Source: an optimization exercise on an open RTL-to-GDS flow (aim: small area, a short achievable clock period and few clock cycles per item). Production flows keep margins and buffers that such runs may drop. The RTL was checked by simulation tests, not by an equivalence proof against the original design.

==> trial 32: inputs <==
==> flow/design.v <==
module bpm_pos_calc (
    input  logic        clk,
    input  logic        rst,
    input  logic        data_valid,
    input  logic [31:0] A_IN,
    input  logic [31:0] B_IN,
    input  logic [31:0] C_IN,
    input  logic [31:0] D_IN,
    input  logic [15:0] Diameter,
    output logic [24:0] X,
    output logic [24:0] Y,
    output logic [33:0] S,
    output logic [1:0]  err,
    output logic        busy,
    output logic        rdy
);
    logic [31:0] a_r, c_r;
    logic [32:0] sab, scd;
    logic [24:0] kr;
    logic [32:0] rx, ry;
    logic [24:0] qx, qy;
    logic [4:0]  cnt;
    logic        fin;
    logic b24, b23;
    assign b24 = (Diameter >= 16'd33555);
    assign b23 = ((Diameter >= 16'd16778) && !b24) || (Diameter >= 16'd50332);
    logic [22:0] p125;
    logic [24:0] p500;
    assign p125 = {kr[15:0], 7'b0} - {7'b0, kr[15:0]} - {6'b0, kr[15:0], 1'b0};
    assign p500 = {p125, 2'b00};
    function automatic logic [34:0] step_r(input logic [32:0] r, input logic [31:0] a,
                                           input logic [32:0] s, input logic k);
        logic [34:0] r2, d1, d2;
        r2 = {1'b0, r, 1'b0} + {3'b0, a & {32{k}}};
        d1 = r2 - {2'b0, s};
        d2 = r2 - {1'b0, s, 1'b0};
        if (!d2[34])      step_r = {2'd2, d2[32:0]};
        else if (!d1[34]) step_r = {2'd1, d1[32:0]};
        else              step_r = {2'd0, r2[32:0]};
    endfunction
    function automatic logic [24:0] step_q(input logic [24:0] q, input logic [1:0] t);
        logic [24:0] qi;
        qi = q + 25'd1;
        step_q = t[1] ? {qi[23:0], 1'b0} : {q[23:0], t[0]};
    endfunction
    function automatic logic [24:0] fin_res(input logic [24:0] q, input logic [32:0] r,
                                            input logic [23:0] k, input logic z);
        logic [25:0] d;
        logic        up;
        d  = {1'b0, q} - {2'b0, k};
        up = d[25] && (r != 33'd0);
        fin_res = z ? 25'd0 : (d[24:0] + {24'd0, up});
    endfunction
    logic [1:0]  tx, ty;
    logic [32:0] nrx, nry;
    assign {tx, nrx} = step_r(rx, a_r, sab, kr[24]);
    assign {ty, nry} = step_r(ry, c_r, scd, kr[24]);
    always_ff @(posedge clk or posedge rst) begin
        if (rst) begin
            busy <= 1'b0;
            fin  <= 1'b0;
            rdy  <= 1'b0;
            X    <= '0;
            Y    <= '0;
            S    <= '0;
            err  <= '0;
        end else begin
            rdy <= 1'b0;
            if (!busy) begin
                busy <= data_valid;
            end else if (fin) begin
                busy <= 1'b0;
                fin  <= 1'b0;
                rdy  <= 1'b1;
                X    <= fin_res(qx, rx, kr[24:1], sab == 33'd0);
                Y    <= fin_res(qy, ry, kr[24:1], scd == 33'd0);
                S    <= {1'b0, sab} + {1'b0, scd};
                err  <= {scd == 33'd0, sab == 33'd0};
            end else if (cnt == 5'd23) begin
                fin  <= 1'b1;
            end
        end
    end
    always_ff @(posedge clk) begin
        if (!busy) begin
            a_r <= A_IN;
            c_r <= C_IN;
            sab <= {1'b0, A_IN} + {1'b0, B_IN};
            scd <= {1'b0, C_IN} + {1'b0, D_IN};
            rx  <= (b24 && B_IN != 32'd0) ? {1'b0, A_IN} : 33'd0;
            ry  <= (b24 && D_IN != 32'd0) ? {1'b0, C_IN} : 33'd0;
            qx  <= {24'd0, b24 && B_IN == 32'd0};
            qy  <= {24'd0, b24 && D_IN == 32'd0};
            kr  <= {b23, 8'd0, Diameter};
            cnt <= 5'd0;
        end else if (!fin) begin
            rx  <= nrx;
            ry  <= nry;
            qx  <= step_q(qx, tx);
            qy  <= step_q(qy, ty);
            cnt <= cnt + 5'd1;
            if (cnt == 5'd0) kr <= {p500[22:0], p500[24:23]};
            else             kr <= {kr[23:0], kr[24]};
        end
    end
endmodule
==> flow/run.sh <==
#!/bin/bash
# synth_recipe.tcl (not shown) runs the flow's synth.tcl, then flattens the netlist and writes it again
# the make line also repeats each setting of config.mk as NAME=value (left out here)
make -C /OpenROAD-flow-scripts/flow DESIGN_CONFIG=/design/flow/config.mk WORK_HOME=/design/flow/orfs CLKGATE_MAP_FILE= SYNTH_SCRIPT=/design/flow/synth_recipe.tcl finish
==> flow/config.mk <==
export PLATFORM = sky130hd
export DESIGN_NAME = bpm_pos_calc
export DESIGN_NICKNAME = bpm_pos_calc
export VERILOG_FILES = /design/flow/design.v
export SDC_FILE = /design/flow/constraint.sdc
export NUM_CORES = 4
export LEC_CHECK = 0
export CAP_MARGIN = 20
export CORE_MARGIN = 2
export CORE_UTILIZATION = 40
export SETUP_SLACK_MARGIN = 5
export SLEW_MARGIN = 20
==> flow/constraint.sdc <==
create_clock -name core_clock -period 13.0 [get_ports {clk}]
set_input_delay 2.6000 -clock core_clock [delete_from_list [all_inputs] [get_ports {clk}]]
set_output_delay 2.6000 -clock core_clock [all_outputs]
set_load 0.01 [all_outputs]
==> trial 29 (differences from trial 32) <==
==> flow/design.v (replaced) <==
module bpm_pos_calc (
    input  logic        clk,
    input  logic        rst,
    input  logic        data_valid,
    input  logic [31:0] A_IN,
    input  logic [31:0] B_IN,
    input  logic [31:0] C_IN,
    input  logic [31:0] D_IN,
    input  logic [15:0] Diameter,
    output logic [24:0] X,
    output logic [24:0] Y,
    output logic [33:0] S,
    output logic [1:0]  err,
    output logic        busy,
    output logic        rdy
);
    logic [31:0] a_r, c_r;
    logic [32:0] sab, scd;
    logic [21:0] kr;        
    logic        kx, kyn;   
    logic        kp;        
    logic [32:0] rx, ry;
    logic [24:0] wx, wy;
    logic [4:0]  cnt;
    logic        last;
    assign last = (cnt == 5'd23);
    logic b24, b23;
    assign b24 = (Diameter >= 16'd33555);
    assign b23 = ((Diameter >= 16'd16778) && !b24) || (Diameter >= 16'd50332);
    logic [22:0] p125;
    assign p125 = {kr[15:0], 7'b0} - {7'b0, kr[15:0]} - {6'b0, kr[15:0], 1'b0};
    function automatic logic [34:0] add3(input logic [34:0] p, input logic [34:0] x,
                                         input logic [34:0] y);
        logic [34:0] sm, cy;
        sm = p ^ x ^ y;
        cy = (p & x) | (p & y) | (x & y);
        add3 = sm + {cy[33:0], 1'b1};
    endfunction
    function automatic logic [34:0] step_r(input logic [32:0] r, input logic [31:0] a,
                                           input logic [32:0] s, input logic k);
        logic [34:0] r2, ka, c0, c1, c2;
        r2 = {1'b0, r, 1'b0};
        ka = {3'b0, a & {32{k}}};
        c0 = r2 + ka;
        c1 = add3(r2, ka, ~{2'b0, s});
        c2 = add3(r2, ka, ~{1'b0, s, 1'b0});
        if (!c2[34])      step_r = {2'd2, c2[32:0]};
        else if (!c1[34]) step_r = {2'd1, c1[32:0]};
        else              step_r = {2'd0, c0[32:0]};
    endfunction
    function automatic logic [24:0] step_w(input logic [24:0] w, input logic kp,
                                           input logic [1:0] t);
        logic [24:0] wm1, wp1;
        wm1 = w - 25'd1;
        wp1 = w + 25'd1;
        case ({kp, t})
            3'b000, 3'b101: step_w = {w[23:0], 1'b0};
            3'b001, 3'b110: step_w = {w[23:0], 1'b1};
            3'b010:         step_w = {wp1[23:0], 1'b0};
            default:        step_w = {wm1[23:0], 1'b1};
        endcase
    endfunction
    function automatic logic [24:0] fin_res(input logic [24:0] w, input logic [32:0] r,
                                            input logic [32:0] s, input logic t);
        logic [24:0] wp1;
        logic        up;
        wp1 = w + 25'd1;
        up  = w[24] && (t ? ({r, 1'b0} != {1'b0, s}) : (r != 33'd0));
        if (s == 33'd0) fin_res = 25'd0;
        else if (!up)   fin_res = {w[23:0], t};
        else if (t)     fin_res = {wp1[23:0], 1'b0};
        else            fin_res = {w[23:0], 1'b1};
    endfunction
    logic [1:0]  tx, ty;
    logic [32:0] nrx, nry;
    assign {tx, nrx} = step_r(rx, a_r, sab, kx);
    assign {ty, nry} = step_r(ry, c_r, scd, !kyn);
    always_ff @(posedge clk or posedge rst) begin
        if (rst) begin
            busy <= 1'b0;
            rdy  <= 1'b0;
            X    <= '0;
            Y    <= '0;
            S    <= '0;
            err  <= '0;
        end else begin
            rdy <= 1'b0;
            if (!busy) begin
                busy <= data_valid;
            end else if (last) begin
                busy <= 1'b0;
                rdy  <= 1'b1;
                X    <= fin_res(wx, rx, sab, tx[0]);
                Y    <= fin_res(wy, ry, scd, ty[0]);
                S    <= {1'b0, sab} + {1'b0, scd};
                err  <= {scd == 33'd0, sab == 33'd0};
            end
        end
    end
    always_ff @(posedge clk) begin
        if (!busy) begin
            a_r <= A_IN;
            c_r <= C_IN;
            sab <= {1'b0, A_IN} + {1'b0, B_IN};
            scd <= {1'b0, C_IN} + {1'b0, D_IN};
        end
    end
    always_ff @(posedge clk) begin
        if (!busy) begin
            rx  <= b24 ? {1'b0, A_IN} : 33'd0;
            ry  <= b24 ? {1'b0, C_IN} : 33'd0;
            wx  <= 25'd0;
            wy  <= 25'd0;
            kp  <= b24;
            kx  <= b23;
            kyn <= !b23;
            kr  <= {6'd0, Diameter};
            cnt <= 5'd0;
        end else begin
            rx  <= nrx;
            ry  <= nry;
            wx  <= step_w(wx, kp, tx);
            wy  <= step_w(wy, kp, ty);
            kp  <= kx;
            cnt <= cnt + 5'd1;
            if (cnt == 5'd0) begin
                kx  <= p125[20];
                kyn <= !p125[20];
                kr  <= {p125[19:0], 2'b00};
            end else begin
                kx  <= kr[21];
                kyn <= !kr[21];
                kr  <= {kr[20:0], 1'b0};
            end
        end
    end
endmodule
==> build 15 (differences from trial 32) <==
--- a/flow/config.mk
+++ b/flow/config.mk
@@ -5,6 +5,7 @@
 export SDC_FILE = /design/flow/constraint.sdc
 export NUM_CORES = 4
 export LEC_CHECK = 0
+export ABC_CLOCK_PERIOD_IN_PS = 4000
 export CAP_MARGIN = 20
 export CORE_MARGIN = 2
 export CORE_UTILIZATION = 40
==> metrics list <==
- Routability-driven placement finished with a final weighted congestion of 0.926.
- Worst Path Max Fanout: 4
- Area used by sequential logic in the layout: around 9000 sq um
- After detailed routing, the average wire length per cell comes to approximately 21 microns.
* Result of the run: no timing/DRC/antenna violations
the above is filed under trial 29

==> metrics list <==
- Routability-driven placement finished with a final weighted congestion of between 0.9 and 1.
* Worst Path Max Fanout: 55
- Pin count of the biggest net entering global routing: 66
- In the final layout, flip-flops and latches occupy 9910 sq um.
- The area growth from synthesis to layout is 15.5%.
- Result of the run: no timing/DRC/antenna violations
* Setup Crit Path Kind: flip-flop to flip-flop
the above is filed under build 15

==> metrics list <==
- Routed wl met3: 7340 microns
- The clock period could shrink to ~7.6 ns.
- Routability-driven placement finished with a final weighted congestion of ~0.93.
* Post-synthesis cell type with the largest combined area: sky130_fd_sc_hd__edfxtp_1
* Horiz. Die Dim: 294 microns
- The flow ran to the end and the layout has no timing, DRC or antenna violations.
the above is filed under trial 32

Testbench counts of trial 32, summed over its fixed seeds: cycles 24,960, items 960.
Testbench counts of trial 29, summed over its fixed seeds: cycles 24,000, items 960.
Testbench counts of build 15, summed over its fixed seeds: cycles 24,960, items 960.

[afterwards: timing with drivers on the ports]
The results above use ideal ports. As a check the final layouts listed here were re-extracted and re-timed, cells and wires unchanged.
Step 1: set_driving_cell puts a clkbuf_16 on clk and a buf_2 on each other input, an assumption about the parent block.
Step 2, shift: input delay + t, output delay - t, t = (earliest + latest rising clock arrival at the registers) / 2. This alone moves slack from input paths to output paths.
a / b / c = no drivers / after step 1 / after step 2; a / b = the first two.
run	t, ns	slack for setup (ns)	hold slack, ns	cell pins on the clock port's net
trial 32	0.664	5.411 / 5.411 / 5.411	0.476 / 0.476 / 0.476	1
trial 29	0.671	6.225 / 6.234 / 5.563	0.434 / 0.434 / 0.434	1
build 15	0.664	5.411 / 5.411 / 5.411	0.476 / 0.476 / 0.476	1
After both steps setup and hold are still met in every run listed. For trial 29, which loses most, drivers alone change the setup slack by +0.009 ns; drivers and shift together by -0.662 ns.
